Background: an optimization exercise with open tools, aiming at small area, a short achievable clock period and few clock cycles. Do not read the settings as production practice. Where RTL was checked, it was by simulation tests only, not by an equivalence proof against the original. For run 4, only the layout was checked, not whether the RTL still works. Power figures rest on the tool's default switching activity, not on a simulated workload.

`design.v`:
```
package buffet_pkg;
    localparam int DATA_W = 32;
    localparam int ADDR_W = 4;
    localparam int DEPTH = 16;
    localparam int SB_DEPTH = 4;
    typedef logic [DATA_W-1:0] data_t;
    typedef logic [ADDR_W-1:0] idx_t;
    typedef logic [ADDR_W:0] count_t;
    typedef struct packed {
        idx_t offset;
        logic will_update;
        logic is_shrink;
    } read_req_t;
    typedef struct packed {
        logic en;
        idx_t idx;
        data_t data;
    } wr_port_t;
    typedef enum logic {
        RD_IDLE,
        RD_WAIT
    } rd_state_e;
endpackage
`timescale 1ns/1ps
module buffet_window (
    input  logic                clk,
    input  logic                nreset_i,
    input  logic                push_valid_i,
    input  logic                credit_req_i,
    input  logic                shrink_i,
    input  buffet_pkg::idx_t    shrink_amount_i,
    output buffet_pkg::count_t  head_o,
    output buffet_pkg::count_t  tail_o,
    output buffet_pkg::count_t  tail1_o,
    output buffet_pkg::count_t  occ_o,
    output buffet_pkg::count_t  occ1_o,
    output logic                credit_valid_o,
    output buffet_pkg::count_t  credit_o
);
    buffet_pkg::count_t head_q;
    buffet_pkg::count_t tail_q;
    buffet_pkg::count_t tail1_q;
    buffet_pkg::count_t occ_q;
    buffet_pkg::count_t occ1_q;
    buffet_pkg::count_t amt;
    assign amt = shrink_i ? buffet_pkg::count_t'(shrink_amount_i) : '0;
    always_ff @(posedge clk or negedge nreset_i) begin
        if (!nreset_i) begin
            head_q <= '0;
            tail_q <= '0;
            tail1_q <= 5'd1;
            occ_q <= '0;
            occ1_q <= 5'd1;
        end else begin
            if (push_valid_i) begin
                tail_q <= tail1_q;
                tail1_q <= tail1_q + 1'b1;
                occ_q <= occ1_q - amt;
                occ1_q <= occ1_q + 1'b1 - amt;
            end else begin
                occ_q <= occ_q - amt;
                occ1_q <= occ1_q - amt;
            end
            if (shrink_i) begin
                head_q <= head_q + buffet_pkg::count_t'(shrink_amount_i);
            end
        end
    end
    assign head_o = head_q;
    assign tail_o = tail_q;
    assign tail1_o = tail1_q;
    assign occ_o = occ_q;
    assign occ1_o = occ1_q;
    always_ff @(posedge clk or negedge nreset_i) begin
        if (!nreset_i) begin
            credit_valid_o <= 1'b0;
        end else begin
            credit_valid_o <= credit_req_i;
        end
    end
    always_ff @(posedge clk) begin
        credit_o <= buffet_pkg::count_t'(buffet_pkg::DEPTH) - occ_q;
    end
endmodule
`timescale 1ns/1ps
module buffet_update_tracker (
    input  logic                 clk,
    input  logic                 nreset_i,
    input  logic                 update_valid_i,
    input  buffet_pkg::idx_t     update_offset_i,
    input  buffet_pkg::data_t    update_data_i,
    input  buffet_pkg::idx_t     head_i,
    input  buffet_pkg::wr_port_t push_wr_i,
    input  logic                 alloc_i,
    input  buffet_pkg::idx_t     alloc_idx_i,
    output logic [1:0]           wu_v_o,
    output buffet_pkg::idx_t     wu_idx0_o,
    output buffet_pkg::idx_t     wu_idx1_o,
    output logic [1:0]           wu_next_o,
    output logic [1:0]           wu_sel_o,
    output logic [1:0]           wu_retire_o,
    output logic                 wu_room_o,
    output buffet_pkg::wr_port_t ram_wr_o
);
    logic [1:0] v_q;
    logic [1:0] arr_q;
    logic old_q;
    buffet_pkg::idx_t idx_q [2];
    buffet_pkg::data_t data_q [2];
    buffet_pkg::idx_t upd_idx;
    logic [1:0] nxt;
    logic [1:0] wait_upd;
    logic [1:0] arrive;
    logic [1:0] sel;
    logic [1:0] wr;
    logic [1:0] drop;
    logic [1:0] retire;
    logic [1:0] take;
    assign upd_idx = head_i + update_offset_i;
    assign nxt[0] = !v_q[0];
    assign nxt[1] = v_q[0] && !v_q[1];
    assign take = alloc_i ? nxt : 2'b00;
    assign wait_upd = v_q & ~arr_q;
    assign arrive[0] = update_valid_i && wait_upd[0] && !(wait_upd[1] && old_q);
    assign arrive[1] = update_valid_i && wait_upd[1] && !(wait_upd[0] && !old_q);
    assign sel[0] = arr_q[0];
    assign sel[1] = arr_q[1] && !arr_q[0];
    assign wr = push_wr_i.en ? 2'b00 : sel;
    always_comb begin
        for (int k = 0; k < 2; k++) begin
            drop[k] = arr_q[k] && push_wr_i.en && (idx_q[k] == push_wr_i.idx);
        end
    end
    assign retire = wr | drop;
    always_ff @(posedge clk or negedge nreset_i) begin
        if (!nreset_i) begin
            v_q <= '0;
            arr_q <= '0;
            old_q <= 1'b0;
        end else begin
            v_q <= (v_q & ~retire) | take;
            arr_q <= (arr_q & ~retire) | arrive;
            if (take[0]) begin
                old_q <= v_q[1] && !retire[1];
            end else if (take[1]) begin
                old_q <= !(v_q[0] && !retire[0]);
            end
        end
    end
    always_ff @(posedge clk) begin
        for (int k = 0; k < 2; k++) begin
            if (!v_q[k]) begin
                idx_q[k] <= alloc_idx_i;
            end else if (arrive[k]) begin
                idx_q[k] <= upd_idx;
            end
            if (arrive[k]) begin
                data_q[k] <= update_data_i;
            end
        end
    end
    assign wu_v_o = v_q;
    assign wu_idx0_o = idx_q[0];
    assign wu_idx1_o = idx_q[1];
    assign wu_next_o = nxt;
    assign wu_sel_o = sel;
    assign wu_retire_o = retire;
    assign wu_room_o = !(v_q[0] && v_q[1]);
    always_comb begin
        if (push_wr_i.en) begin
            ram_wr_o = push_wr_i;
        end else begin
            ram_wr_o.en = |arr_q;
            ram_wr_o.idx = arr_q[0] ? idx_q[0] : idx_q[1];
            ram_wr_o.data = arr_q[0] ? data_q[0] : data_q[1];
        end
    end
endmodule
`timescale 1ns/1ps
module buffet_read_ctrl #(
    parameter int QD = 3
) (
    input  logic                  clk,
    input  logic                  nreset_i,
    input  logic                  read_valid_i,
    input  buffet_pkg::read_req_t read_req_i,
    input  logic                  read_data_ready_i,
    input  buffet_pkg::count_t    head_i,
    input  buffet_pkg::count_t    tail1_i,
    input  buffet_pkg::count_t    occ_i,
    input  buffet_pkg::count_t    occ1_i,
    input  logic                  push_valid_i,
    input  logic [1:0]            wu_v_i,
    input  buffet_pkg::idx_t      wu_idx0_i,
    input  buffet_pkg::idx_t      wu_idx1_i,
    input  logic [1:0]            wu_next_i,
    input  logic [1:0]            wu_sel_i,
    input  logic [1:0]            wu_retire_i,
    input  logic                  wu_room_i,
    input  buffet_pkg::data_t     ram_wr_data_i,
    output logic                  read_ready_o,
    output logic                  shrink_o,
    output buffet_pkg::idx_t      shrink_amount_o,
    output logic                  alloc_o,
    output buffet_pkg::idx_t      ram_rd_idx_o,
    input  buffet_pkg::data_t     ram_rd_data_i,
    output logic                  read_data_valid_o,
    output buffet_pkg::data_t     read_data_o
);
    localparam int AW = buffet_pkg::ADDR_W;
    logic [QD-1:0][AW:0] q_pos_q;
    logic [QD-1:0] q_wu_q;
    logic [QD-1:0] q_pd_q;
    logic [QD-1:0] q_nx_q;
    logic [QD-1:0] q_b0_q;
    logic [QD-1:0] q_b1_q;
    logic [QD-1:0] q_v_q;
    logic ready_q;
    logic accept;
    logic enq;
    logic issue;
    logic byp_push;
    logic byp_upd;
    logic unblocked;
    logic [QD:0][AW:0] e_pos;
    logic [QD:0] e_wu;
    logic [QD:0] e_pd;
    logic [QD:0] e_nx;
    logic [QD:0] e_b0_held;
    logic [QD:0] e_b1_held;
    logic [QD:0] e_b0_gone;
    logic [QD:0] e_b1_gone;
    logic [QD:0] valid_ext;
    logic [QD-1:0] valid_prev;
    logic [QD-1:0][AW:0] pos_a;
    logic [QD-1:0][AW:0] pos_b;
    logic [QD-1:0] wu_a, wu_b, pd_a, pd_b, nx_a, nx_b, b0_a, b0_b, b1_a, b1_b;
    logic [QD-1:0] v_a;
    logic [QD-1:0] v_b;
    buffet_pkg::count_t off;
    buffet_pkg::idx_t rel_wu0;
    buffet_pkg::idx_t rel_wu1;
    buffet_pkg::idx_t rel_pos0;
    logic [1:0] take;
    assign read_ready_o = ready_q;
    assign accept = read_valid_i && ready_q;
    assign enq = accept && !read_req_i.is_shrink;
    assign shrink_o = accept && read_req_i.is_shrink;
    assign shrink_amount_o = read_req_i.offset;
    assign byp_push = push_valid_i && q_nx_q[0];
    assign byp_upd = !push_valid_i &&
                     ((q_b0_q[0] && wu_sel_i[0]) || (q_b1_q[0] && wu_sel_i[1]));
    assign unblocked = !(q_b0_q[0] || q_b1_q[0]) || byp_upd;
    assign issue = q_v_q[0] && (q_pd_q[0] || byp_push) && unblocked &&
                   read_data_ready_i && (!q_wu_q[0] || wu_room_i);
    assign alloc_o = issue && q_wu_q[0];
    assign ram_rd_idx_o = q_pos_q[0][AW-1:0];
    assign take = q_wu_q[0] ? wu_next_i : 2'b00;
    always_comb begin
        for (int i = 0; i < QD; i++) begin
            e_pos[i] = q_pos_q[i];
            e_wu[i] = q_wu_q[i];
            e_pd[i] = q_pd_q[i] || (push_valid_i && q_nx_q[i]);
            e_nx[i] = push_valid_i ? (q_pos_q[i] == tail1_i) : q_nx_q[i];
            e_b0_held[i] = q_b0_q[i] && !wu_retire_i[0];
            e_b1_held[i] = q_b1_q[i] && !wu_retire_i[1];
            e_b0_gone[i] = e_b0_held[i] ||
                           (take[0] && q_pos_q[0][AW-1:0] == q_pos_q[i][AW-1:0]);
            e_b1_gone[i] = e_b1_held[i] ||
                           (take[1] && q_pos_q[0][AW-1:0] == q_pos_q[i][AW-1:0]);
        end
    end
    assign off = buffet_pkg::count_t'(read_req_i.offset);
    assign rel_wu0 = wu_idx0_i - head_i[AW-1:0];
    assign rel_wu1 = wu_idx1_i - head_i[AW-1:0];
    assign rel_pos0 = q_pos_q[0][AW-1:0] - head_i[AW-1:0];
    always_comb begin
        e_pos[QD] = head_i + off;
        e_wu[QD] = read_req_i.will_update;
        e_pd[QD] = (off < occ_i) || (push_valid_i && off == occ_i);
        e_nx[QD] = push_valid_i ? (off == occ1_i) : (off == occ_i);
        e_b0_held[QD] = wu_v_i[0] && !wu_retire_i[0] && rel_wu0 == read_req_i.offset;
        e_b1_held[QD] = wu_v_i[1] && !wu_retire_i[1] && rel_wu1 == read_req_i.offset;
        e_b0_gone[QD] = e_b0_held[QD] || (take[0] && rel_pos0 == read_req_i.offset);
        e_b1_gone[QD] = e_b1_held[QD] || (take[1] && rel_pos0 == read_req_i.offset);
    end
    assign valid_ext = {1'b0, q_v_q};
    assign valid_prev = {q_v_q[QD-2:0], 1'b1};
    always_comb begin
        for (int i = 0; i < QD; i++) begin
            v_b[i] = q_v_q[i] || (enq && valid_prev[i]);
            pos_b[i] = q_v_q[i] ? e_pos[i] : e_pos[QD];
            wu_b[i] = q_v_q[i] ? e_wu[i] : e_wu[QD];
            pd_b[i] = q_v_q[i] ? e_pd[i] : e_pd[QD];
            nx_b[i] = q_v_q[i] ? e_nx[i] : e_nx[QD];
            b0_b[i] = q_v_q[i] ? e_b0_held[i] : e_b0_held[QD];
            b1_b[i] = q_v_q[i] ? e_b1_held[i] : e_b1_held[QD];
            v_a[i] = valid_ext[i+1] || (enq && q_v_q[i]);
            pos_a[i] = valid_ext[i+1] ? e_pos[i+1] : e_pos[QD];
            wu_a[i] = valid_ext[i+1] ? e_wu[i+1] : e_wu[QD];
            pd_a[i] = valid_ext[i+1] ? e_pd[i+1] : e_pd[QD];
            nx_a[i] = valid_ext[i+1] ? e_nx[i+1] : e_nx[QD];
            b0_a[i] = valid_ext[i+1] ? e_b0_gone[i+1] : e_b0_gone[QD];
            b1_a[i] = valid_ext[i+1] ? e_b1_gone[i+1] : e_b1_gone[QD];
        end
    end
    always_ff @(posedge clk or negedge nreset_i) begin
        if (!nreset_i) begin
            q_v_q <= '0;
            ready_q <= 1'b1;
        end else if (issue) begin
            q_v_q <= v_a;
            ready_q <= !v_a[QD-1];
        end else begin
            q_v_q <= v_b;
            ready_q <= !v_b[QD-1];
        end
    end
    always_ff @(posedge clk) begin
        if (issue) begin
            q_pos_q <= pos_a;
            q_wu_q <= wu_a;
            q_pd_q <= pd_a;
            q_nx_q <= nx_a;
            q_b0_q <= b0_a;
            q_b1_q <= b1_a;
        end else begin
            q_pos_q <= pos_b;
            q_wu_q <= wu_b;
            q_pd_q <= pd_b;
            q_nx_q <= nx_b;
            q_b0_q <= b0_b;
            q_b1_q <= b1_b;
        end
    end
    always_ff @(posedge clk or negedge nreset_i) begin
        if (!nreset_i) begin
            read_data_valid_o <= 1'b0;
        end else begin
            read_data_valid_o <= issue;
        end
    end
    always_ff @(posedge clk) begin
        if (byp_push || byp_upd) begin
            read_data_o <= ram_wr_data_i;
        end else begin
            read_data_o <= ram_rd_data_i;
        end
    end
endmodule
`timescale 1ns/1ps
module buffet_data_ram (
    input  logic                 clk,
    input  buffet_pkg::wr_port_t wr_i,
    input  buffet_pkg::idx_t     rd_idx_i,
    output buffet_pkg::data_t    rd_data_o
);
    logic [buffet_pkg::DEPTH-1:0][buffet_pkg::DATA_W-1:0] mem;
    always_ff @(posedge clk) begin
        for (int r = 0; r < buffet_pkg::DEPTH; r++) begin
            if (wr_i.en && wr_i.idx == buffet_pkg::idx_t'(r)) begin
                mem[r] <= wr_i.data;
            end
        end
    end
    assign rd_data_o = mem[rd_idx_i];
endmodule
`timescale 1ns/1ps
module buffet_top (
    input  logic                  clk,
    input  logic                  nreset_i,
    input  logic                  push_valid_i,
    input  buffet_pkg::data_t     push_data_i,
    input  logic                  credit_req_i,
    output logic                  credit_valid_o,
    output buffet_pkg::count_t    credit_o,
    input  logic                  read_valid_i,
    input  buffet_pkg::read_req_t read_req_i,
    output logic                  read_ready_o,
    output logic                  read_data_valid_o,
    output buffet_pkg::data_t     read_data_o,
    input  logic                  read_data_ready_i,
    input  logic                  update_valid_i,
    input  buffet_pkg::idx_t      update_offset_i,
    input  buffet_pkg::data_t     update_data_i
);
    buffet_pkg::count_t head;
    buffet_pkg::count_t tail;
    buffet_pkg::count_t tail1;
    buffet_pkg::count_t occ;
    buffet_pkg::count_t occ1;
    logic shrink;
    buffet_pkg::idx_t shrink_amount;
    logic alloc;
    logic [1:0] wu_v;
    buffet_pkg::idx_t wu_idx0;
    buffet_pkg::idx_t wu_idx1;
    logic [1:0] wu_next;
    logic [1:0] wu_sel;
    logic [1:0] wu_retire;
    logic wu_room;
    buffet_pkg::idx_t ram_rd_idx;
    buffet_pkg::data_t ram_rd_data;
    buffet_pkg::wr_port_t push_wr;
    buffet_pkg::wr_port_t ram_wr;
    buffet_window u_window (
        .clk             (clk),
        .nreset_i        (nreset_i),
        .push_valid_i    (push_valid_i),
        .credit_req_i    (credit_req_i),
        .shrink_i        (shrink),
        .shrink_amount_i (shrink_amount),
        .head_o          (head),
        .tail_o          (tail),
        .tail1_o         (tail1),
        .occ_o           (occ),
        .occ1_o          (occ1),
        .credit_valid_o  (credit_valid_o),
        .credit_o        (credit_o)
    );
    always_comb begin
        push_wr.en = push_valid_i;
        push_wr.idx = tail[buffet_pkg::ADDR_W-1:0];
        push_wr.data = push_data_i;
    end
    buffet_update_tracker u_tracker (
        .clk             (clk),
        .nreset_i        (nreset_i),
        .update_valid_i  (update_valid_i),
        .update_offset_i (update_offset_i),
        .update_data_i   (update_data_i),
        .head_i          (head[buffet_pkg::ADDR_W-1:0]),
        .push_wr_i       (push_wr),
        .alloc_i         (alloc),
        .alloc_idx_i     (ram_rd_idx),
        .wu_v_o          (wu_v),
        .wu_idx0_o       (wu_idx0),
        .wu_idx1_o       (wu_idx1),
        .wu_next_o       (wu_next),
        .wu_sel_o        (wu_sel),
        .wu_retire_o     (wu_retire),
        .wu_room_o       (wu_room),
        .ram_wr_o        (ram_wr)
    );
    buffet_read_ctrl u_read_ctrl (
        .clk               (clk),
        .nreset_i          (nreset_i),
        .read_valid_i      (read_valid_i),
        .read_req_i        (read_req_i),
        .read_data_ready_i (read_data_ready_i),
        .head_i            (head),
        .tail1_i           (tail1),
        .occ_i             (occ),
        .occ1_i            (occ1),
        .push_valid_i      (push_valid_i),
        .wu_v_i            (wu_v),
        .wu_idx0_i         (wu_idx0),
        .wu_idx1_i         (wu_idx1),
        .wu_next_i         (wu_next),
        .wu_sel_i          (wu_sel),
        .wu_retire_i       (wu_retire),
        .wu_room_i         (wu_room),
        .ram_wr_data_i     (ram_wr.data),
        .read_ready_o      (read_ready_o),
        .shrink_o          (shrink),
        .shrink_amount_o   (shrink_amount),
        .alloc_o           (alloc),
        .ram_rd_idx_o      (ram_rd_idx),
        .ram_rd_data_i     (ram_rd_data),
        .read_data_valid_o (read_data_valid_o),
        .read_data_o       (read_data_o)
    );
    buffet_data_ram u_ram (
        .clk         (clk),
        .wr_i        (ram_wr),
        .rd_idx_i    (ram_rd_idx),
        .rd_data_o   (ram_rd_data)
    );
endmodule
```
`run.sh`:
```
#!/bin/bash
# synth_recipe.tcl (not shown) runs the flow's synth.tcl, then flattens the netlist and writes it again
# the make line also repeats each setting of config.mk as NAME=value (left out here)
make -C /OpenROAD-flow-scripts/flow DESIGN_CONFIG=/design/flow/config.mk WORK_HOME=/design/flow/orfs CLKGATE_MAP_FILE= SYNTH_SCRIPT=/design/flow/synth_recipe.tcl finish
```
`config.mk`:
```
export PLATFORM = sky130hd
export DESIGN_NAME = buffet_top
export DESIGN_NICKNAME = buffet_top
export VERILOG_FILES = /design/flow/design.v
export SDC_FILE = /design/flow/constraint.sdc
export NUM_CORES = 4
export LEC_CHECK = 0
export ABC_CLOCK_PERIOD_IN_PS = 2200
export CAP_MARGIN = 20
export CORE_MARGIN = 2
export CORE_UTILIZATION = 40
export SETUP_SLACK_MARGIN = 2.1
export SLEW_MARGIN = 20
```
`constraint.sdc`:
```
create_clock -name core_clock -period 4.4 [get_ports {clk}]
set_input_delay 0.8800 -clock core_clock [delete_from_list [all_inputs] [get_ports {clk}]]
set_output_delay 0.8800 -clock core_clock [all_outputs]
set_load 0.01 [all_outputs]
```
==> impl_metrics.ini, run 1 <==
[floorplanning]
io_pins = 121
initial_core_util = 0.406
die_area_um2 = 71900
die_y_um = 268
die_w_um = 268
core.rowCount = 96
fp.coreArea_um2 = 68800

[pwr]
p_leak_uw = 0.0120
vdd.ir_drop.worst_uv = 294
power.density_cell_area_nw_per_um2 = 485

[place]
hpwl_mm = 37.6
routabilityCongestion = 0.807
place.port_buffers = 120

[cells_and_area]
layout.cells.most_common = edfxtp_1
layout.cells.most_common_list = 591 x edfxtp_1, 160 x mux4_2, 79 x clkbuf_16
final_core_util = 0.509
final_layout_size_suffix_gt1_frac = 0.305
design.final.nets = 1888
areaGrowthSynthToFinish_pct = 25.4

[critical_path]
critical-path-slowest-cell = mux4_2
cp.buffers_inverters = 5
critPathMostFrequentCell = buf_12
cp_cell_sequence = buf_6 -> buf_12 -> buf_12 -> buf_12 -> buf_16 -> mux4_2 -> mux4_2 -> mux2_4
cp_slowest_stage_delay_ns = 0.48
cp-start-kind = flip-flop
cp_delay_by_family_top = multiplexers
crit_path_max_fanout = 5
timing.critical_path.to_type = flip-flop
critPathKind = flip-flop to flip-flop
worst-endpoint-required_ns = 4.89
timing.critical_path.arrival_ns = 3.00

[timing]
setup_tns_ns = 0
rsz_0062_raised_after_global_routing = yes
final_hold_viols = 0
timing.final.max_slew_violations = 0
fin_crit_ns = 2.51
final_min_period_over_clock_period = 0.570
slew_headroom = 0.332
tightestPinTransition_ns = 0.995
final_setup_skew_ns = 0.0329
achievable-frequency_ghz = 0.398
fin_worst_hold_slack_ns = 0.397
final_setup_violation_count = 0

[global_route]
grt_first_pass_wirelength_mm = 100
maximum_number_of_pins_on_one_net_before_global_route_repair = 53
grt_antenna_before_repair = 3
gr-usage-all-layers = 0.192
first_global_vias = 15500
remaining_overflow_grt = 0

[logic_synthesis]
mappedNetlistArea_um2 = 27900
postSynthCellCount = 1507
synth.avg_cell_area_um2 = 18.5
synth-async-reset-ratio = 0.0510
ys_warn_count = 7
synth-main-ff-cell = edfxtp_1
synth.net_count = 1632
netlist-cell-type-count = 58
ys_ff_latch = 686
synth-edff-count = 591
synth.yosys.seq_area_share = 0.710

[clock_tree]
total_cts_buffers = 75
clock_sinks = 686
clock_tree.buffer_depth = 3
worstSkewPairLatency_ns = 0.61
clkTransAtPathRegs_ns = 0.06
tritoncts = built
clock-root-buffer = clkbuf_16
htree_levels = 3
ctsHoldBuffers = 0

[drt]
detail_route.wirelength_mm = 68.2
postRouteAntennaNets = 0
vias_per_cell = 5.39
route.detailed.wl_per_inst_um = 24.7
drcViolationCount = 0
drtIter0Drc = 1172
detailroute.via_count = 14900
drt_pass1_iterations = 5

[worst_hold_path]
min-delay-path-class = input port to async pin

[job]
drv_cap = 0

[status]
run_status = no timing/DRC/antenna violations
==> cell usage after synthesis, types with 5 or more instances <==
library cell / n / area share
o211ai_1: 5 / 0.0013
nand2_1: 86 / 0.012
nor3_1: 11 / 0.0020
o21ai_1: 47 / 0.0084
fa_1: 9 / 0.0065
inv_1: 37 / 0.0050
nor2_1: 37 / 0.0050
buf_2: 17 / 0.0030
a21o_1: 10 / 0.0027
mux2i_1: 39 / 0.014
clkbuf_1: 45 / 0.0060
dfrtp_1: 32 / 0.029
inv_2: 6 / 0.00081
buf_6: 9 / 0.0036
a21oi_1: 32 / 0.0057
edfxtp_1: 591 / 0.64
nand3_1: 8 / 0.0014
buf_1: 6 / 0.00081
dfxtp_1: 60 / 0.043
mux2_2: 33 / 0.013
or3_1: 5 / 0.0011
ha_1: 35 / 0.016
a31oi_1: 7 / 0.0016
o21a_1: 9 / 0.0024
o21ai_0: 21 / 0.0038
o22ai_1: 7 / 0.0016
xor2_1: 37 / 0.012
mux2_1: 17 / 0.0069
nand4_1: 6 / 0.0013
mux4_2: 160 / 0.13
xnor2_1: 37 / 0.012
==> cells by family after synthesis <==
| logic type | after synthesis | share of synthesized area |
|---|---|---|
| AOI/OAI and AO/OA | 159 | 0.0343 |
| buffers and inverters | 121 | 0.0194 |
| adders and majority gates | 44 | 0.0221 |
| muxes | 249 | 0.163 |
| and+or+nand+nor | 174 | 0.0277 |
| xor gates and xnor gates | 74 | 0.0232 |
| DFF | 686 | 0.710 |
==> where the power goes <==
| group | switching, uW | leakage (uW) | total (uW) | internal, uW |
|---|---|---|---|---|
| registers | 383 | 0.00629 | 8030 | 7650 |
| clock network | 2540 | 0.00123 | 6420 | 3880 |
| logic | 1370 | 0.00451 | 2520 | 1160 |
| total | 4290 | 0.0120 | 17000 | 12700 |
==> layout make-up <==
class,instances,area [um2]
multi-input combinational,701,8300
sequential,686,19800
clock inverter,30,393
fill,5538,33800
tap,931,1160
antenna,1,2.50
timing repair inverter,1,5.00
clock buffer,108,2150
timing repair buffer,254,3000
inverter,44,190
==> state kept, by name (all words and copies together) (netlist names), 4 cells and up <==
register	flops
u_ram.mem	512
u_read_ctrl.q_pos_q	15
u_read_ctrl.read_data_o	32
u_tracker.data_q	64
u_tracker.idx_q	8
u_window.credit_o	5
u_window.head_q	5
u_window.occ1_q	5
u_window.occ_q	5
u_window.tail1_q	5
u_window.tail_q	4
==> worst paths after layout <==
path | from | endpoint | cells after the start | slack, ns
worst max register to register | u_read_ctrl.q_pos_q[0] | u_read_ctrl.read_data_o[27] | 8 | 1.89
worst max-delay path | u_read_ctrl.q_pos_q[0] | u_read_ctrl.read_data_o[27] | 8 | 1.89
worst min-delay path | nreset_i | u_window.occ_q[3] | 1 | 0.40
max in group asynchronous | nreset_i | u_tracker.arr_q[0] | 1 | 3.32
min in group core_clock | u_read_ctrl.q_wu_q[2] | u_read_ctrl.q_wu_q[2] | 1 | 0.47
worst min register to register | u_read_ctrl.q_wu_q[2] | u_read_ctrl.q_wu_q[2] | 1 | 0.47
==> layer usage <==
metal / vias to the layer above / global-route usage / part of all wire
li1: 6511 / - / -
met1: 7766 / 0.261 / 0.43
met2: 480 / 0.312 / 0.49
met3: 100 / 0.0389 / 0.063
met4: 4 / 0.0577 / 0.021
met5: - / 0 / 0.00037
==> through the flow <==
step	instances	setup slack, ns	instance area [um2]	total power (uW)
6_report	2756	1.89	35000	17000
5_1_grt	2755	1.83	35000	17700
4_1_cts	2738	1.92	34800	17000
3_5_place_dp	2527	0.964	30800	10500
3_3_place_gp	2527	0.998	30800	10500
2_1_floorplan	1507	1.83	28500	9680
==> timing repair <==
action	4_1_cts	5_1_grt
buffers inserted	50	15
gates resized for setup	137	30
pin swaps	19	9
cloned	23	1
endpoints found under the hold margin	0	0
endpoints found under the setup margin	1148	189
==> worst register-to-register path: cells and delay by family, from the launching register on <==
family	cells	cell delay (ns)
multiplexers	3	1.20
buffers and inverters	5	0.73
flip-flops	1	0.45
Testbench counts, summed over its fixed seeds: cycles 9,660.
==> inputs of run 2 (changes only) <==
==> flow/run.sh (new file) <==
#!/bin/bash
# The standard layout, with three changes to how it is made: adders
# are left to ABC as plain gates (no full/half adder cells), sizing may
# change a cell's footprint, and the port buffers are buf_4 cells.
# make's output goes to make.log; each ORFS step keeps its own log under
# orfs/logs
set -euo pipefail
bash standard.sh ADDER_MAP_FILE= MATCH_CELL_FOOTPRINT=0 \
    "BUFFER_PORTS_ARGS=-buffer_cell sky130_fd_sc_hd__buf_4" finish > make.log 2>&1
==> standard.sh (new file) <==
#!/bin/bash
# synth_recipe.tcl (not shown) runs the flow's synth.tcl, then flattens the netlist and writes it again
# the make line also repeats each setting of config.mk as NAME=value (left out here)
make -C /OpenROAD-flow-scripts/flow DESIGN_CONFIG=/design/flow/config.mk WORK_HOME=/design/flow/orfs CLKGATE_MAP_FILE= SYNTH_SCRIPT=/design/flow/synth_recipe.tcl "${@:-finish}"
--- a/config.mk
+++ b/config.mk
@@ -5,9 +5,9 @@
 export SDC_FILE = /design/flow/constraint.sdc
 export NUM_CORES = 4
 export LEC_CHECK = 0
-export ABC_CLOCK_PERIOD_IN_PS = 2200
+export ABC_CLOCK_PERIOD_IN_PS = 2000
 export CAP_MARGIN = 20
 export CORE_MARGIN = 2
 export CORE_UTILIZATION = 40
-export SETUP_SLACK_MARGIN = 2.1
+export SETUP_SLACK_MARGIN = 2.4
 export SLEW_MARGIN = 20
removed: run.sh
==> impl_metrics.ini, run 2 <==
[status]
run_status = no timing/DRC/antenna violations

[timing]
tightestPinTransition_ns = 0.971
slew_headroom = 0.352
final_setup_skew_ns = 0.0335
fin_worst_hold_slack_ns = 0.234
rsz_0062_raised_after_global_routing = yes
timing.final.max_slew_violations = 0
achievable-frequency_ghz = 0.432
final_hold_viols = 0
final_min_period_over_clock_period = 0.526
fin_crit_ns = 2.31
final_setup_violation_count = 0
setup_slack_ns = 2.09
setup_tns_ns = 0

[global_route]
gr-usage-all-layers = 0.203
first_global_vias = 15800
remaining_overflow_grt = 0
maximum_number_of_pins_on_one_net_before_global_route_repair = 47
grt_first_pass_wirelength_mm = 105
grt_antenna_before_repair = 2

[logic_synthesis]
synth_simple_gate_area_frac = 0.0381
synth.avg_cell_area_um2 = 18.0
synth-main-ff-cell = edfxtp_1
yosysMostFrequentCell = edfxtp_1
synth_top_cells_by_area = edfxtp_1 63%, mux4_2 13%, dfxtp_1 4.3%
netlist-cell-type-count = 68
ys_ff_latch = 686
synth.yosys.seq_area_share = 0.706
post_synth_mux_area_share = 0.166
synth-async-reset-ratio = 0.0510
synth_top_family_by_area = multiplexers
synth_top_cell_area_share = 0.632
cell_type_contributing_the_most_total_cell_area_after_synthesis = edfxtp_1
mappedNetlistArea_um2 = 28100
synth-edff-count = 591
postSynthCellCount = 1562
synth_commonest_cells = 591 x edfxtp_1, 160 x mux4_2, 97 x nand2_1
ys_warn_count = 7
synth.net_count = 1643
synth_xor_area_frac = 0.0308
synth_fa_ha_area_frac = 0.00437
compound_gate_portion_of_the_synthesized_area = 0.0353

[clock_tree]
clock-root-buffer = clkbuf_16
htree_levels = 3
ctsHoldBuffers = 0
clkTransAtPathRegs_ns = 0.06
clock_tree.buffer_depth = 3
tritoncts = built
worstSkewPairLatency_ns = 0.62
clock_sinks = 686
total_cts_buffers = 74

[critical_path]
timing.critical_path.to_type = flip-flop
timing.critical_path.arrival_ns = 2.82
crit_path_max_fanout = 9
critPathKind = flip-flop to flip-flop
cp-start-kind = flip-flop
cp_cell_sequence = buf_12 -> buf_12 -> buf_16 -> mux4_2 -> mux4_2 -> mux2_4
cp_slowest_stage_delay_ns = 0.54
critical-path-slowest-cell = mux4_2
worst-endpoint-required_ns = 4.91

[cells_and_area]
num-fill-cells = 5448
antenna-diode-count = 0
largest-register = u_ram.mem
layout.cells.most_common_list = 591 x edfxtp_1, 160 x mux4_2, 160 x buf_4
final_core_util = 0.528
layout.cells.most_common = edfxtp_1
areaGrowthSynthToFinish_pct = 31.2
final_layout_size_suffix_gt1_frac = 0.416
flip_flop_count_of_the_largest_register_all_copies_and_words_added = 512
biggestRegsByFlops = u_ram.mem x512, u_tracker.data_q x64, u_read_ctrl.read_data_o x32
design.final.nets = 1953

[place]
hpwl_mm = 36.9
dp_slack_ns = 1.11
routabilityCongestion = 0.806
place.port_buffers = 120

[floorplanning]
fp.coreArea_um2 = 69800
core.rowCount = 97
io_pins = 121
die_area_um2 = 72300
initial_core_util = 0.402
die_y_um = 269
die_w_um = 269

[drt]
route.detailed.wl_per_inst_um = 28.1
drtIter0Drc = 1885
postRouteAntennaNets = 0
detail_route.wirelength_mm = 80.7
detailroute.via_count = 16200
drcViolationCount = 0
vias_per_cell = 5.65
drt_pass1_iterations = 5

[pwr]
vdd.ir_drop.worst_uv = 352
power.density_cell_area_nw_per_um2 = 722
p_leak_uw = 0.0127

[worst_hold_path]
min-delay-path-class = input port to async pin

[job]
drv_cap = 0
[run 2: cell types whose count changed in the layout (fill, tap and decap cells not counted), moves of 13 or more]
cell | previous run | this run
nor2_1 | 20 | 42
xnor2_1 | 37 | 54
ha_1 | 28 | 0
buf_6 | 11 | 41
clkdlybuf4s50_1 | 72 | 0
dlygate4sd2_1 | 42 | 0
buf_4 | 70 | 160
o21ai_4 | 3 | 36
buf_12 | 24 | 61
buf_16 | 24 | 11
o21ai_1 | 28 | 13
clkbuf_16 | 79 | 117
inv_1 | 30 | 16
[run 2: worst paths after layout]
path,start,slack (ns),endpoint,depth (start not counted)
setup / recovery,u_read_ctrl.q_pos_q[0],2.09,u_read_ctrl.read_data_o[16],6
hold / removal,nreset_i,0.23,u_read_ctrl.read_data_valid_o,1
setup reg to reg,u_read_ctrl.q_pos_q[0],2.09,u_read_ctrl.read_data_o[16],6
hold reg to reg,u_read_ctrl.q_wu_q[1],0.49,u_read_ctrl.q_wu_q[1],2
max in group asynchronous,nreset_i,3.73,u_window.occ1_q[2],1
min in group core_clock,credit_req_i,0.37,u_window.credit_valid_o,1
[run 2: logic make-up (layout without fill, tap and decap cells)]
group | count (synthesis) | after routing
compound gates | 166 | 168
xor+xnor | 94 | 94
fa+ha+maj | 12 | 12
buf+inv | 116 | 482
flops | 686 | 686
mux | 251 | 251
simple gates | 237 | 237
[run 2: through the flow]
stage / total power [uW] / cells / instance area, um2
final: 26600 / 2870 / 36800
after global routing: 27600 / 2870 / 36800
after CTS: 25500 / 2797 / 35000
after detailed placement: 17600 / 2564 / 30700
after global placement: 17500 / 2564 / 30700
after floorplan: 15300 / 1562 / 28700
[run 2: cell type report]
cell class	instances	area [um2]	share of cell area
flip-flops and latches	686	19900	0.539
multi-input cells	762	8940	0.243
repair buffers	324	4360	0.118
clock buffers	96	1990	0.0539
well taps	940	1180	0.0319
clock inverters	38	392	0.0106
inverters	22	106	0.00289
repair inverters	2	13.8	0.000374
[run 2: critical path, delay by kind of cell, from the launching register on]
family / cells / cell delay, ns
buffers and inverters: 3 / 0.47
flip-flops: 1 / 0.38
multiplexers: 3 / 1.35
[run 2: power breakdown]
group	total [uW]	switching (uW)	internal (uW)
clock	6150	2590	3560
sequential	9660	899	8760
combinational	10800	5240	5540
[run 2: layer usage]
layer	routed length [um]	global-route usage	vias up
met2	38000	0.322	810
met3	6810	0.0396	147
met1	33100	0.282	8429
met4	2670	0.0713	4
met5	27	0	-
li1	-	-	6815
[run 2: what timing repair did]
action                                  4_1_cts  5_1_grt
cloned                                       31       31
endpoints found under the hold margin         0        0
setup buffers                                68       42
pin swaps                                    25       32
gates resized for setup                     174      129
endpoints found under the setup margin      949     1011
==> inputs of run 3 (changes only) <==
--- a/config.mk
+++ b/config.mk
@@ -5,9 +5,9 @@
 export SDC_FILE = /design/flow/constraint.sdc
 export NUM_CORES = 4
 export LEC_CHECK = 0
-export ABC_CLOCK_PERIOD_IN_PS = 2000
+export ABC_CLOCK_PERIOD_IN_PS = 2200
 export CAP_MARGIN = 20
 export CORE_MARGIN = 2
 export CORE_UTILIZATION = 40
-export SETUP_SLACK_MARGIN = 2.4
+export SETUP_SLACK_MARGIN = 2.1
 export SLEW_MARGIN = 20
==> impl_metrics.ini, run 3 <==
[logic_synthesis]
ys_ff_latch = 686
post_synth_mux_area_share = 0.166
synth_commonest_cells = 591 x edfxtp_1, 160 x mux4_2, 97 x nand2_1
yosysMostFrequentCell = edfxtp_1
mappedNetlistArea_um2 = 28100
synth_top_family_by_area = multiplexers
synth_top_cells_by_area = edfxtp_1 63%, mux4_2 13%, dfxtp_1 4.3%
synth_top_cell_area_share = 0.632
synth_simple_gate_area_frac = 0.0381
synth-edff-count = 591
compound_gate_portion_of_the_synthesized_area = 0.0353
synth-main-ff-cell = edfxtp_1
ys_warn_count = 7
synth.net_count = 1643
synth.yosys.seq_area_share = 0.706
synth-async-reset-ratio = 0.0510
synth_fa_ha_area_frac = 0.00437
synth_xor_area_frac = 0.0308
synth.avg_cell_area_um2 = 18.0
postSynthCellCount = 1562
cell_type_contributing_the_most_total_cell_area_after_synthesis = edfxtp_1
netlist-cell-type-count = 68

[drt]
drtIter0Drc = 1241
drt_pass1_iterations = 5
vias_per_cell = 5.38
detailroute.via_count = 15100
route.detailed.wl_per_inst_um = 24.3
drcViolationCount = 0
detail_route.wirelength_mm = 67.9
postRouteAntennaNets = 0

[timing]
final_hold_viols = 0
fin_crit_ns = 2.32
rsz_0062_raised_after_global_routing = yes
slew_headroom = 0.415
tightestPinTransition_ns = 0.878
final_min_period_over_clock_period = 0.527
final_setup_violation_count = 0
final_setup_skew_ns = 0.0148
achievable-frequency_ghz = 0.432
setup_slack_ns = 2.08
timing.final.max_slew_violations = 0
setup_tns_ns = 0

[global_route]
grt_antenna_before_repair = 2
grt_first_pass_wirelength_mm = 100
gr-usage-all-layers = 0.190
maximum_number_of_pins_on_one_net_before_global_route_repair = 61
first_global_vias = 15600
remaining_overflow_grt = 0

[status]
run_status = no timing/DRC/antenna violations

[pwr]
netSwitchingFraction = 0.318
power_frac_comb = 0.359
power.density_cell_area_nw_per_um2 = 718
pint_uw = 16700
pwr-share-seq = 0.392
p_leak_uw = 0.0117
power.share.clock = 0.249
power_switching_uw = 7780
vdd.ir_drop.worst_uv = 335

[critical_path]
cp.buffers_inverters = 3
timing.critical_path.to_type = flip-flop
critical_path.reg2reg.startpoint = u_read_ctrl.q_pos_q[0]
worst-endpoint-required_ns = 4.90
crit_path_max_fanout = 8
critPathKind = flip-flop to flip-flop
critical-path-slowest-cell = mux4_2
cp_cell_sequence = buf_12 -> buf_8 -> clkbuf_16 -> mux4_2 -> mux4_2 -> mux2_2
cp_slowest_stage_delay_ns = 0.51
cp-start-kind = flip-flop
setup.worst_path.start = u_read_ctrl.q_pos_q[0]
timing.critical_path.arrival_ns = 2.82
cp_delay_by_family_top = multiplexers
critPathMostFrequentCell = mux4_2

[cells_and_area]
design.final.nets = 1878
largest-register = u_ram.mem
layout.cells.most_common = edfxtp_1
biggestRegsByFlops = u_ram.mem x512, u_tracker.data_q x64, u_read_ctrl.read_data_o x32
layout.cells.most_common_list = 591 x edfxtp_1, 202 x buf_4, 160 x mux4_2
antenna-diode-count = 0
final_layout_size_suffix_gt1_frac = 0.339
flip_flop_count_of_the_largest_register_all_copies_and_words_added = 512
areaGrowthSynthToFinish_pct = 21.3

[clock_tree]
clkTransAtPathRegs_ns = 0.06
clock-root-buffer = clkbuf_16
clock_tree.buffer_depth = 3
htree_levels = 3
clock_sinks = 686
total_cts_buffers = 76
tritoncts = built
worstSkewPairLatency_ns = 0.62
ctsHoldBuffers = 0

[place]
hpwl_mm = 37.7
place.port_buffers = 120
dp_slack_ns = 1.06
routabilityCongestion = 0.815

[floorplanning]
die_y_um = 269
core.rowCount = 97
io_pins = 121
die_w_um = 269
initial_core_util = 0.402
die_area_um2 = 72300
fp.coreArea_um2 = 69800

[worst_hold_path]
min-delay-path-class = input port to async pin

[job]
drv_cap = 0
-- run 3: cell counts after synthesis --
No cell type changed its count.
-- run 3: worst paths after layout --
check                                                    to  cells past startpoint  slack (ns)
worst max register to register  u_read_ctrl.read_data_o[29]                      6        2.08
min in group core_clock             u_window.credit_valid_o                      1        0.37
worst min-delay path                u_window.credit_valid_o                      1        0.23
max in group asynchronous                u_tracker.arr_q[0]                      1        3.77
worst min register to register           u_window.head_q[4]                      1        0.48
worst max-delay path            u_read_ctrl.read_data_o[29]                      6        2.08
-- run 3: layout make-up --
class | count | area (um2)
Clock buffer | 105 | 2140
Clock inverter | 33 | 244
Fill cell | 5774 | 35700
Inverter | 22 | 87.6
Multi-Input combinational cell | 760 | 8060
Sequential cell | 686 | 19800
Tap cell | 940 | 1180
Timing Repair Buffer | 251 | 2510
-- run 3: per-stage QoR --
step,utilization,total power (uW),hold slack [ns],instances,area [um2]
after global placement,0.438,17400,0.461,2593,30600
final,0.488,24500,0.231,2797,34100
after CTS,0.484,24400,0.221,2781,33800
after detailed placement,0.439,17600,0.468,2595,30600
after global routing,0.488,25600,0.256,2797,34100
after floorplan,-,15000,0.345,1562,28300
-- run 3: cell families after synthesis --
logic type / count (synthesis)
flops: 686
xor+xnor: 94
compound gates: 166
mux: 251
buf+inv: 116
fa+ha+maj: 12
simple gates: 237
-- run 3: layer usage --
metal	wire, um	track usage	share of wire	vias up
met5	25	0	0.00037	-
met4	1130	0.0551	0.017	4
met3	3430	0.0278	0.051	87
met2	33500	0.311	0.49	422
met1	29800	0.265	0.44	7915
li1	-	-	-	6628
-- run 3: timing repair --
action	4_1_cts	5_1_grt
setup endpoints to repair	911	392
cloned	13	2
pin swaps	13	4
resized for setup	59	28
buffers inserted	35	14
-- run 3: power groups by stage --
stage / clock [uW] / combinational, uW / sequential, uW
6_report: 6080 / 8780 / 9600
3_3_place_gp: 0 / 7520 / 9860
4_1_cts: 6210 / 8620 / 9610
2_1_floorplan: 0 / 5720 / 9310
3_5_place_dp: 0 / 7710 / 9870
5_1_grt: 6460 / 9410 / 9730
==> inputs of run 4 (changes only) <==
--- a/design.v
+++ b/design.v
@@ -363,7 +363,14 @@
             end
         end
     end
-    assign rd_data_o = mem[rd_idx_i];
+    logic [buffet_pkg::DEPTH-1:0] rd_sel;
+    always_comb begin
+        rd_data_o = '0;
+        for (int r = 0; r < buffet_pkg::DEPTH; r++) begin
+            rd_sel[r] = (rd_idx_i == buffet_pkg::idx_t'(r));
+            rd_data_o = rd_data_o | (mem[r] & {buffet_pkg::DATA_W{rd_sel[r]}});
+        end
+    end
 endmodule
 `timescale 1ns/1ps
 module buffet_top (
==> impl_metrics.ini, run 4 <==
[floorplanning]
die_w_um = 267
die_y_um = 267
fp.coreArea_um2 = 68500
io_pins = 121
initial_core_util = 0.403
core.rowCount = 96
die_area_um2 = 71000

[cells_and_area]
layout.cells.most_common = edfxtp_1
layout.cells.most_common_list = 591 x edfxtp_1, 233 x buf_4, 115 x nand2_1
final_layout_size_suffix_gt1_frac = 0.268
biggestRegsByFlops = u_ram.mem x512, u_tracker.data_q x64, u_read_ctrl.read_data_o x32
design.final.nets = 2211
areaGrowthSynthToFinish_pct = 23.5
largest-register = u_ram.mem
flip_flop_count_of_the_largest_register_all_copies_and_words_added = 512

[logic_synthesis]
synth.net_count = 1953
yosysMostFrequentCell = edfxtp_1
synth.avg_cell_area_um2 = 14.7
synth_commonest_cells = 591 x edfxtp_1, 126 x nand2_1, 105 x nor2_1
synth-edff-count = 591
synth_top_cell_area_share = 0.644
cell_type_contributing_the_most_total_cell_area_after_synthesis = edfxtp_1
netlist-cell-type-count = 84
synth_top_cells_by_area = edfxtp_1 64%, dfxtp_1 4.4%, dfrtp_1 2.9%
synth-async-reset-ratio = 0.0510
synth-main-ff-cell = edfxtp_1
mappedNetlistArea_um2 = 27600
synth.yosys.seq_area_share = 0.719
ys_warn_count = 7
postSynthCellCount = 1872
ys_ff_latch = 686

[critical_path]
critical-path-slowest-cell = edfxtp_1
cp_cell_sequence = buf_4 -> buf_12 -> nand2b_4 -> nor2_2 -> buf_8 -> a22o_1 -> a221oi_2 -> nand3_2 -> a2111oi_4 -> nor2_1
critPathKind = flip-flop to flip-flop
r2r.worst_path.cells = 10
timing.critical_path.arrival_ns = 2.91
cp-start-kind = flip-flop
timing.critical_path.to_type = flip-flop
crit_path_max_fanout = 13
worst-endpoint-required_ns = 4.89
cp_slowest_stage_delay_ns = 0.40

[drt]
route.detailed.wl_per_inst_um = 28.6
vias_per_cell = 6.03
drcViolationCount = 0
detail_route.wirelength_mm = 87.8
postRouteAntennaNets = 0
drt_pass1_iterations = 6
drtIter0Drc = 2381
detailroute.via_count = 18500

[timing]
final_hold_viols = 0
slew_headroom = 0.266
fin_worst_hold_slack_ns = 0.234
final_setup_violation_count = 0
final_min_period_over_clock_period = 0.549
achievable-frequency_ghz = 0.414
tightestPinTransition_ns = 1.09
fin_crit_ns = 2.42
rsz_0062_raised_after_global_routing = yes
timing.final.max_slew_violations = 0
final_setup_skew_ns = 0.0205
setup_tns_ns = 0

[clock_tree]
ctsHoldBuffers = 0
clock_sinks = 686
clock_tree.buffer_depth = 3
worstSkewPairLatency_ns = 0.62
clock-root-buffer = clkbuf_16
tritoncts = built
htree_levels = 3
total_cts_buffers = 73
clkTransAtPathRegs_ns = 0.06

[global_route]
grt_first_pass_wirelength_mm = 125
gr-usage-all-layers = 0.243
grt_antenna_before_repair = 1
remaining_overflow_grt = 0
maximum_number_of_pins_on_one_net_before_global_route_repair = 61
first_global_vias = 17800

[pwr]
p_leak_uw = 0.0117
vdd.ir_drop.worst_uv = 360
power.density_cell_area_nw_per_um2 = 741

[place]
routabilityCongestion = 0.830
hpwl_mm = 49.6
place.port_buffers = 120

[status]
run_status = no timing/DRC/antenna violations

[job]
drv_cap = 0

[worst_hold_path]
min-delay-path-class = input port to async pin
[run 4: cell families (layout without fill, tap and decap cells)]
kind of cell	count (synthesis)	after routing	synth area share
flops	686	686	0.719
compound gates	466	466	0.123
simple gates	403	405	0.0697
buf+inv	135	449	0.0232
mux	89	89	0.0334
xor+xnor	85	85	0.0287
fa+ha+maj	8	8	0.00304
other cells	0	2	0
[run 4: power breakdown]
part	leakage (uW)	switching (uW)	internal [uW]	total, uW
Clock	0.00120	2630	3690	6320
Combinational	0.00425	5600	3620	9220
Sequential	0.00631	904	8800	9710
[run 4: final timing paths]
kind / startpoint / end / slack (ns)
worst max-delay path: u_read_ctrl.q_pos_q[0] / u_read_ctrl.read_data_o[6] / 1.98
max in group asynchronous: nreset_i / u_tracker.arr_q[0] / 3.80
worst min register to register: u_read_ctrl.q_wu_q[2] / u_read_ctrl.q_wu_q[1] / 0.48
worst min-delay path: nreset_i / u_window.head_q[3] / 0.23
worst max register to register: u_read_ctrl.q_pos_q[0] / u_read_ctrl.read_data_o[6] / 1.98
min in group core_clock: credit_req_i / u_window.credit_valid_o / 0.37
[run 4: through the flow]
step / setup slack, ns / power, uW / area (um2) / utilization / cells
6_report: 1.98 / 25200 / 34100 / 0.498 / 3072
3_5_place_dp: 1.01 / 17500 / 30000 / 0.439 / 2838
5_1_grt: 1.96 / 26200 / 34100 / 0.498 / 3072
3_3_place_gp: 1.01 / 17300 / 29900 / 0.437 / 2835
4_1_cts: 2.02 / 24600 / 33400 / 0.488 / 3037
2_1_floorplan: 1.63 / 14300 / 27800 / - / 1872
[run 4: metal layers]
| layer | part of all wire | track usage | wire (um) | up-vias |
|---|---|---|---|---|
| li1 | - | - | - | 7884 |
| met1 | 0.41 | 0.347 | 36300 | 9438 |
| met2 | 0.46 | 0.376 | 40100 | 1051 |
| met3 | 0.10 | 0.0478 | 8740 | 153 |
| met4 | 0.030 | 0.0776 | 2660 | 0 |
| met5 | 0 | 0 | 0 | - |
[run 4: area by class of cell]
type | instances | area [um2]
fillers | 5761 | 34400
flip-flops and latches | 686 | 19800
multi-input cells | 1053 | 7830
repair buffers | 294 | 2750
clock buffers | 90 | 1940
well taps | 882 | 1100
clock inverters | 43 | 498
inverters | 21 | 95.1
repair inverters | 1 | 8.76
diodes | 2 | 5.00
[run 4: repair_timing]
action / 4_1_cts / 5_1_grt
setup endpoints to repair: 837 / 181
cloned: 7 / 2
setup buffers: 59 / 31
pin swaps: 25 / 27
resized for setup: 111 / 74
[run 4: worst max-delay path, delay by kind of cell, from the launching register on]
kind,cells,cell delay [ns]
AND/OR/NAND/NOR,4,0.45
AO/OA/AOI/OAI,3,0.93
buffers and inverters,3,0.50
flip-flops,1,0.40
==> inputs of run 5 (changes only) <==
--- a/design.v
+++ b/design.v
@@ -203,6 +203,7 @@
     output buffet_pkg::idx_t      shrink_amount_o,
     output logic                  alloc_o,
     output buffet_pkg::idx_t      ram_rd_idx_o,
+    output logic [buffet_pkg::DEPTH-1:0] ram_rd_sel_o,
     input  buffet_pkg::data_t     ram_rd_data_i,
     output logic                  read_data_valid_o,
     output buffet_pkg::data_t     read_data_o
@@ -216,6 +217,9 @@
     logic [QD-1:0] q_b1_q;
     logic [QD-1:0] q_v_q;
     logic ready_q;
+    logic [buffet_pkg::DEPTH-1:0] rd_oh_q;
+    logic [AW:0] pos0_d;
+    logic byp;
     logic accept;
     logic enq;
     logic issue;
@@ -316,6 +320,12 @@
             ready_q <= !v_b[QD-1];
         end
     end
+    assign pos0_d = issue ? pos_a[0] : pos_b[0];
+    always_ff @(posedge clk) begin
+        for (int r = 0; r < buffet_pkg::DEPTH; r++) begin
+            rd_oh_q[r] <= (pos0_d[AW-1:0] == buffet_pkg::idx_t'(r));
+        end
+    end
     always_ff @(posedge clk) begin
         if (issue) begin
             q_pos_q <= pos_a;
@@ -340,19 +350,17 @@
             read_data_valid_o <= issue;
         end
     end
+    assign byp = byp_push || byp_upd;
+    assign ram_rd_sel_o = byp ? '0 : rd_oh_q;
     always_ff @(posedge clk) begin
-        if (byp_push || byp_upd) begin
-            read_data_o <= ram_wr_data_i;
-        end else begin
-            read_data_o <= ram_rd_data_i;
-        end
+        read_data_o <= ram_rd_data_i | (ram_wr_data_i & {buffet_pkg::DATA_W{byp}});
     end
 endmodule
 `timescale 1ns/1ps
 module buffet_data_ram (
     input  logic                 clk,
     input  buffet_pkg::wr_port_t wr_i,
-    input  buffet_pkg::idx_t     rd_idx_i,
+    input  logic [buffet_pkg::DEPTH-1:0] rd_sel_i,
     output buffet_pkg::data_t    rd_data_o
 );
     logic [buffet_pkg::DEPTH-1:0][buffet_pkg::DATA_W-1:0] mem;
@@ -363,12 +371,10 @@
             end
         end
     end
-    logic [buffet_pkg::DEPTH-1:0] rd_sel;
     always_comb begin
         rd_data_o = '0;
         for (int r = 0; r < buffet_pkg::DEPTH; r++) begin
-            rd_sel[r] = (rd_idx_i == buffet_pkg::idx_t'(r));
-            rd_data_o = rd_data_o | (mem[r] & {buffet_pkg::DATA_W{rd_sel[r]}});
+            rd_data_o = rd_data_o | (mem[r] & {buffet_pkg::DATA_W{rd_sel_i[r]}});
         end
     end
 endmodule
@@ -407,6 +413,7 @@
     logic [1:0] wu_retire;
     logic wu_room;
     buffet_pkg::idx_t ram_rd_idx;
+    logic [buffet_pkg::DEPTH-1:0] ram_rd_sel;
     buffet_pkg::data_t ram_rd_data;
     buffet_pkg::wr_port_t push_wr;
     buffet_pkg::wr_port_t ram_wr;
@@ -473,6 +480,7 @@
         .shrink_amount_o   (shrink_amount),
         .alloc_o           (alloc),
         .ram_rd_idx_o      (ram_rd_idx),
+        .ram_rd_sel_o      (ram_rd_sel),
         .ram_rd_data_i     (ram_rd_data),
         .read_data_valid_o (read_data_valid_o),
         .read_data_o       (read_data_o)
@@ -480,7 +488,7 @@
     buffet_data_ram u_ram (
         .clk         (clk),
         .wr_i        (ram_wr),
-        .rd_idx_i    (ram_rd_idx),
+        .rd_sel_i    (ram_rd_sel),
         .rd_data_o   (ram_rd_data)
     );
 endmodule
==> impl_metrics.ini, run 5 <==
[cells_and_area]
register_area_um2 = 20100
final_core_util = 0.488
layout.cells.most_common_list = 587 x edfxtp_1, 202 x buf_4, 171 x a22oi_1
flip_flop_count_of_the_largest_register_all_copies_and_words_added = 512
design.final.nets = 2106
antenna-diode-count = 0
areaGrowthSynthToFinish_pct = 20.6
fin_area_um2 = 32900
multi_input_comb_area_um2 = 7130
final_layout_size_suffix_gt1_frac = 0.225
num-fill-cells = 5598
stdcell_count = 2958
largest-register = u_ram.mem
biggestRegsByFlops = u_ram.mem x512, u_tracker.data_q x64, u_read_ctrl.read_data_o x32
layout.cells.most_common = edfxtp_1

[floorplanning]
initial_core_util = 0.405
fp.coreArea_um2 = 67400
io_pins = 121
core.rowCount = 95
die_y_um = 265
die_area_um2 = 70300
die_w_um = 265

[logic_synthesis]
synth-async-reset-ratio = 0.0499
synth.avg_cell_area_um2 = 14.9
postSynthCellCount = 1827
synth_commonest_cells = 587 x edfxtp_1, 174 x a22oi_1, 132 x nand2_1
netlist-cell-type-count = 68
synth_top_cells_by_area = edfxtp_1 65%, dfxtp_1 5.9%, a22oi_1 4.8%
synth.net_count = 1908
mappedNetlistArea_um2 = 27300
ys_ff_latch = 702
synth.yosys.seq_area_share = 0.737
synth-edff-count = 587
synth-main-ff-cell = edfxtp_1
cell_type_contributing_the_most_total_cell_area_after_synthesis = edfxtp_1
yosysMostFrequentCell = edfxtp_1
synth_top_cell_area_share = 0.646
ys_warn_count = 7

[timing]
fin_crit_ns = 2.32
setup_tns_ns = 0
timing.final.max_slew_violations = 0
final_setup_skew_ns = 0.0230
final_min_period_over_clock_period = 0.527
achievable-frequency_ghz = 0.431
slew_headroom = 0.407
tightestPinTransition_ns = 0.889
rsz_0062_raised_after_global_routing = yes
final_hold_viols = 0
final_setup_violation_count = 0

[drt]
detail_route.wirelength_mm = 78.6
detailroute.via_count = 17400
postRouteAntennaNets = 0
drt_pass1_iterations = 5
drtIter0Drc = 1832
route.detailed.wl_per_inst_um = 26.6
vias_per_cell = 5.87
drcViolationCount = 0

[place]
routabilityCongestion = 0.865
place.port_buffers = 120
post_dp_cell_area_um2 = 29500
dpl.cell_count = 2772
hpwl_mm = 45.9

[critical_path]
worst-endpoint-required_ns = 4.71
cp_slowest_stage_delay_ns = 0.51
worst_setup_slack_for_register_to_register_paths_ns = 2.08
critical-path-slowest-cell = dfrtp_4
crit_path_max_fanout = 8
cp-start-kind = flip-flop
critPathMostFrequentCell = buf_4
timing.critical_path.arrival_ns = 2.62
cp_cell_sequence = buf_12 -> buf_4 -> mux2i_4 -> o21a_1 -> nand3_4 -> nor3_4 -> buf_4 -> clkbuf_16
timing.critical_path.to_type = flip-flop
critPathKind = flip-flop to flip-flop

[pwr]
power.density_cell_area_nw_per_um2 = 722
p_leak_uw = 0.0112
vdd.ir_drop.worst_uv = 437
p_total_uw = 23800

[global_route]
maximum_number_of_pins_on_one_net_before_global_route_repair = 55
grt_first_pass_wirelength_mm = 113
first_global_vias = 17100
remaining_overflow_grt = 0
gr-usage-all-layers = 0.217
grt_antenna_before_repair = 1

[clock_tree]
clock_tree.buffer_depth = 3
worstSkewPairLatency_ns = 0.62
clock-root-buffer = clkbuf_16
total_cts_buffers = 72
htree_levels = 3
clkTransAtPathRegs_ns = 0.06
tritoncts = built
ctsHoldBuffers = 0
clock_sinks = 702

[worst_hold_path]
min-delay-path-class = input port to async pin

[job]
drv_cap = 0

[status]
run_status = no timing/DRC/antenna violations
run 5: changes by cell type in the layout (fill, tap and decap cells not counted), moves of 22 or more:
cell      delta
nand3_1     +28
a22oi_1     +79
a222oi_1    -22
buf_4       -31
mux2i_1     -31
nor2_1      -31
run 5: path summary, 6_finish.rpt:
check	start	endpoint	cells past startpoint
max	u_tracker.arr_q[0]	u_ram.mem[60]	8
min	nreset_i	u_window.credit_valid_o	1
max reg2reg	u_tracker.arr_q[0]	u_ram.mem[60]	8
min reg2reg	u_read_ctrl.q_wu_q[2]	u_read_ctrl.q_wu_q[2]	2
max in group asynchronous	nreset_i	u_tracker.arr_q[0]	1
min in group core_clock	credit_req_i	u_window.credit_valid_o	1
run 5: kinds of logic after synthesis:
group	synth area share
multiplexers	0.0211
adder cells (fa/ha/maj)	0.00261
XOR/XNOR	0.0304
buffers and inverters	0.0204
flip-flops	0.737
AO/OA/AOI/OAI	0.121
AND/OR/NAND/NOR	0.0678
run 5: timing repair:
item                                   CTS  global route
endpoints found under the hold margin    0             0
pin swaps                               11            16
setup endpoints to repair              880           441
buffers inserted                        27            18
gates cloned                             1             6
resized for setup                       49            71
run 5: per-layer routing:
layer	wire length, um	track usage	up-vias
met5	12	0	-
met4	1900	0.0641	2
met3	6790	0.0385	126
met2	36900	0.349	898
met1	33000	0.304	8783
li1	-	-	7541
run 5: worst max-delay path: cells and delay by family, from the launching register on:
kind,cells,cell delay (ns)
and+or+nand+nor,2,0.40
buffers and inverters,4,0.66
muxes,1,0.21
AOI/OAI and AO/OA,1,0.22
DFF,1,0.51
run 5: metrics by stage:
stage                     setup slack [ns]  hold slack, ns
final                                 2.08           0.241
after global routing                  2.00           0.274
after CTS                             2.04           0.242
after detailed placement             0.879           0.451
after global placement               0.980           0.442
after floorplan                       1.60           0.425
run 5: layout make-up:
type | count | area share
clock buffer | 102 | 0.0632
clock inverter | 32 | 0.00825
inverter | 24 | 0.00354
multi-input combinational | 991 | 0.217
sequential | 702 | 0.612
tap | 873 | 0.0332
timing repair buffer | 233 | 0.0628
timing repair inverter | 1 | 0.000342
run 5: report_power, final:
part           switching, uW  internal (uW)  total [uW]  leakage (uW)
sequential              1110           8960       10100       0.00643
combinational           4640           2990        7630       0.00363
clock                   2500           3540        6040       0.00115
total                   8250          15500       23800        0.0112
Testbench counts of run 5, summed over its fixed seeds: cycles 9,660.
==> inputs of run 6 (changes only) <==
--- a/config.mk
+++ b/config.mk
@@ -9,5 +9,7 @@
 export CAP_MARGIN = 20
 export CORE_MARGIN = 2
 export CORE_UTILIZATION = 40
-export SETUP_SLACK_MARGIN = 2.1
+export CTS_CLUSTER_DIAMETER = 100
+export CTS_CLUSTER_SIZE = 30
+export SETUP_SLACK_MARGIN = 2.2
 export SLEW_MARGIN = 20
==> impl_metrics.ini, run 6 <==
[logic_synthesis]
cell_type_contributing_the_most_total_cell_area_after_synthesis = edfxtp_1
synth-edff-count = 587
postSynthCellCount = 1827
synth-main-ff-cell = edfxtp_1
synth.yosys.seq_area_share = 0.737
ys_warn_count = 7
netlist-cell-type-count = 68
synth_top_cell_area_share = 0.646
mappedNetlistArea_um2 = 27300
yosysMostFrequentCell = edfxtp_1
ys_ff_latch = 702
synth.net_count = 1908
synth_commonest_cells = 587 x edfxtp_1, 174 x a22oi_1, 132 x nand2_1
synth_top_cells_by_area = edfxtp_1 65%, dfxtp_1 5.9%, a22oi_1 4.8%
synth.avg_cell_area_um2 = 14.9
synth-async-reset-ratio = 0.0499

[place]
dp_slack_ns = 0.879
routabilityCongestion = 0.865
hpwl_mm = 45.9
post_dp_cell_area_um2 = 29500
place.port_buffers = 120

[critical_path]
cp_slowest_stage_delay_ns = 0.52
cp_cell_sequence = buf_12 -> buf_4 -> mux2i_4 -> o21a_1 -> nand3_4 -> nor3_4 -> buf_4 -> clkbuf_16
cp-start-kind = flip-flop
critical-path-slowest-cell = dfrtp_4
critPathKind = flip-flop to flip-flop
worst-endpoint-required_ns = 4.75
timing.critical_path.arrival_ns = 2.67
cp.buffers_inverters = 4
critPathMostFrequentCell = buf_4
timing.critical_path.to_type = flip-flop
crit_path_max_fanout = 6
cp_delay_by_family_top = buffers and inverters

[cells_and_area]
design.final.nets = 2089
flip_flop_count_of_the_largest_register_all_copies_and_words_added = 512
final_layout_size_suffix_gt1_frac = 0.220
biggestRegsByFlops = u_ram.mem x512, u_tracker.data_q x64, u_read_ctrl.read_data_o x32
areaGrowthSynthToFinish_pct = 17.5
largest-register = u_ram.mem
fin_area_um2 = 32100
num-fill-cells = 5657
multi_input_comb_area_um2 = 7260
register_area_um2 = 20100
layout.cells.most_common_list = 587 x edfxtp_1, 196 x buf_4, 172 x a22oi_1
layout.cells.most_common = edfxtp_1

[clock_tree]
total_cts_buffers = 28
clock_tree.buffer_depth = 3
clock-root-buffer = clkbuf_16
clock_sinks = 702
ctsHoldBuffers = 0
clkTransAtPathRegs_ns = 0.12
tritoncts = built
worstSkewPairLatency_ns = 0.63
htree_levels = 1

[timing]
final_setup_skew_ns = 0.0268
achievable-frequency_ghz = 0.430
fin_worst_hold_slack_ns = 0.218
final_min_period_over_clock_period = 0.528
timing.final.max_slew_violations = 0
final_hold_viols = 0
fin_crit_ns = 2.32
setup_slack_ns = 2.08
setup_tns_ns = 0
tightestPinTransition_ns = 0.880
final_setup_violation_count = 0
rsz_0062_raised_after_global_routing = yes
slew_headroom = 0.412

[pwr]
pwr-share-seq = 0.469
power_frac_comb = 0.378
power_switching_uw = 7920
p_leak_uw = 0.0107
power.share.clock = 0.153
netSwitchingFraction = 0.370
pint_uw = 13500
power.density_cell_area_nw_per_um2 = 669
vdd.ir_drop.worst_uv = 372

[drt]
detail_route.wirelength_mm = 79.1
vias_per_cell = 5.93
postRouteAntennaNets = 0
detailroute.via_count = 17200
drcViolationCount = 0
drt_pass1_iterations = 5
drtIter0Drc = 1937
route.detailed.wl_per_inst_um = 27.2

[global_route]
remaining_overflow_grt = 0
maximum_number_of_pins_on_one_net_before_global_route_repair = 55
grt_first_pass_wirelength_mm = 112
first_global_vias = 16700
gr-usage-all-layers = 0.214
grt_antenna_before_repair = 1

[job]
drv_cap = 0

[floorplanning]
die_w_um = 265
core.rowCount = 95
die_area_um2 = 70300
die_y_um = 265
fp.coreArea_um2 = 67400
initial_core_util = 0.405
io_pins = 121

[status]
run_status = no timing/DRC/antenna violations

[worst_hold_path]
min-delay-path-class = input port to async pin
==> run 6: cell counts after synthesis <==
No cell type changed its count.
==> run 6: cell families after synthesis <==
logic type	synth area share
and+or+nand+nor	0.0678
xor gates and xnor gates	0.0304
muxes	0.0211
adders and majority gates	0.00261
AOI/OAI and AO/OA	0.121
buffers and inverters	0.0204
DFF	0.737
==> run 6: layer usage <==
layer / routed length [um] / share of wire / vias up / track usage
li1: - / - / 7470 / -
met1: 32800 / 0.41 / 8797 / 0.305
met2: 37600 / 0.48 / 877 / 0.351
met3: 7220 / 0.091 / 85 / 0.0326
met4: 1390 / 0.018 / 2 / 0.0418
met5: 12 / 0.00015 / - / 0
==> run 6: power by group through the flow <==
stage / Sequential, uW / Clock (uW) / Combinational [uW]
global placement: 10200 / 0 / 6710
CTS: 10000 / 3320 / 7350
finish: 10100 / 3280 / 8100
floorplan: 9600 / 0 / 4590
detailed placement: 10200 / 0 / 6800
global route: 10200 / 3530 / 8700
==> run 6: what timing repair did <==
item | in CTS | in global routing
gates resized for setup | 78 | 105
cloned | 5 | 13
buffers inserted | 40 | 21
pin swaps | 13 | 24
endpoints found under the setup margin | 902 | 719
==> run 6: area by class of cell <==
type | instances | share of cell area
clock inverters | 5 | 0.00172
repair buffers | 260 | 0.0807
repair inverters | 1 | 0.000351
clock buffers | 47 | 0.0247
diodes | 1 | 0.0000781
flip-flops and latches | 702 | 0.628
well taps | 873 | 0.0341
multi-input cells | 991 | 0.227
inverters | 24 | 0.00363
==> run 6: final timing paths <==
kind | start | to | slack, ns | cells after the start
max | u_tracker.arr_q[0] | u_ram.mem[117] | 2.08 | 8
max in group asynchronous | nreset_i | u_tracker.arr_q[0] | 3.77 | 1
min in group core_clock | credit_req_i | u_window.credit_valid_o | 0.36 | 1
min | nreset_i | u_read_ctrl.q_v_q[2] | 0.22 | 1
min reg2reg | u_read_ctrl.q_wu_q[2] | u_read_ctrl.q_wu_q[2] | 0.48 | 2
max reg2reg | u_tracker.arr_q[0] | u_ram.mem[117] | 2.08 | 8
==> run 6: worst reg2reg max path, cell delays in order (launching register included) <==
cell and delay (ns):
dfrtp_4 0.52, buf_12 0.15, buf_4 0.15, mux2i_4 0.22, o21a_1 0.22, nand3_4 0.16
nor3_4 0.25, buf_4 0.19, clkbuf_16 0.19
==> run 6: stage by stage <==
step                total power, uW  instances  utilization
CTS                           20700       2869        0.462
detailed placement            17000       2772        0.438
floorplan                     14200       1827            -
global placement              16900       2772        0.438
finish                        21400       2904        0.476
global route                  22400       2903        0.476

==> re-timing with driven ports <==
The flow's constraints put no driver on any port. The routed layouts listed below were extracted and timed again, unchanged, in two steps. Step 1 (the two cells are an assumption about what drives the block):
set clk [get_ports {clk}]
set_driving_cell -lib_cell sky130_fd_sc_hd__clkbuf_16 $clk
set_driving_cell -lib_cell sky130_fd_sc_hd__buf_2 [delete_from_list [all_inputs] $clk]
Step 2 also shifts input and output timing later by t, the mid clock arrival at the registers, as if the neighbouring blocks saw the same clock. a / b / c = ideal / step 1 / step 2; a / b = the first two.
run | shift t [ns] | setup slack, ns | hold WS [ns]
run 1 | 0.655 | 1.890 / 1.890 / 1.463 | 0.397 / 0.363 / 0.474
run 2 | 0.665 | 2.087 / 2.087 / 1.657 | 0.234 / 0.196 / 0.487
run 3 | 0.667 | 2.083 / 2.083 / 1.517 | 0.231 / 0.194 / 0.484
run 4 | 0.675 | 1.983 / 1.983 / 1.470 | 0.234 / 0.203 / 0.485
run 5 | 0.664 | 2.082 / 2.082 / 1.514 | 0.241 / 0.205 / 0.469
run 6 | 0.675 | 2.075 / 2.075 / 1.574 | 0.218 / 0.184 / 0.481
After both steps every run listed still meets setup and hold. For run 5, which loses most, drivers alone change the setup slack by 0.000 ns; drivers and shift together by -0.568 ns.
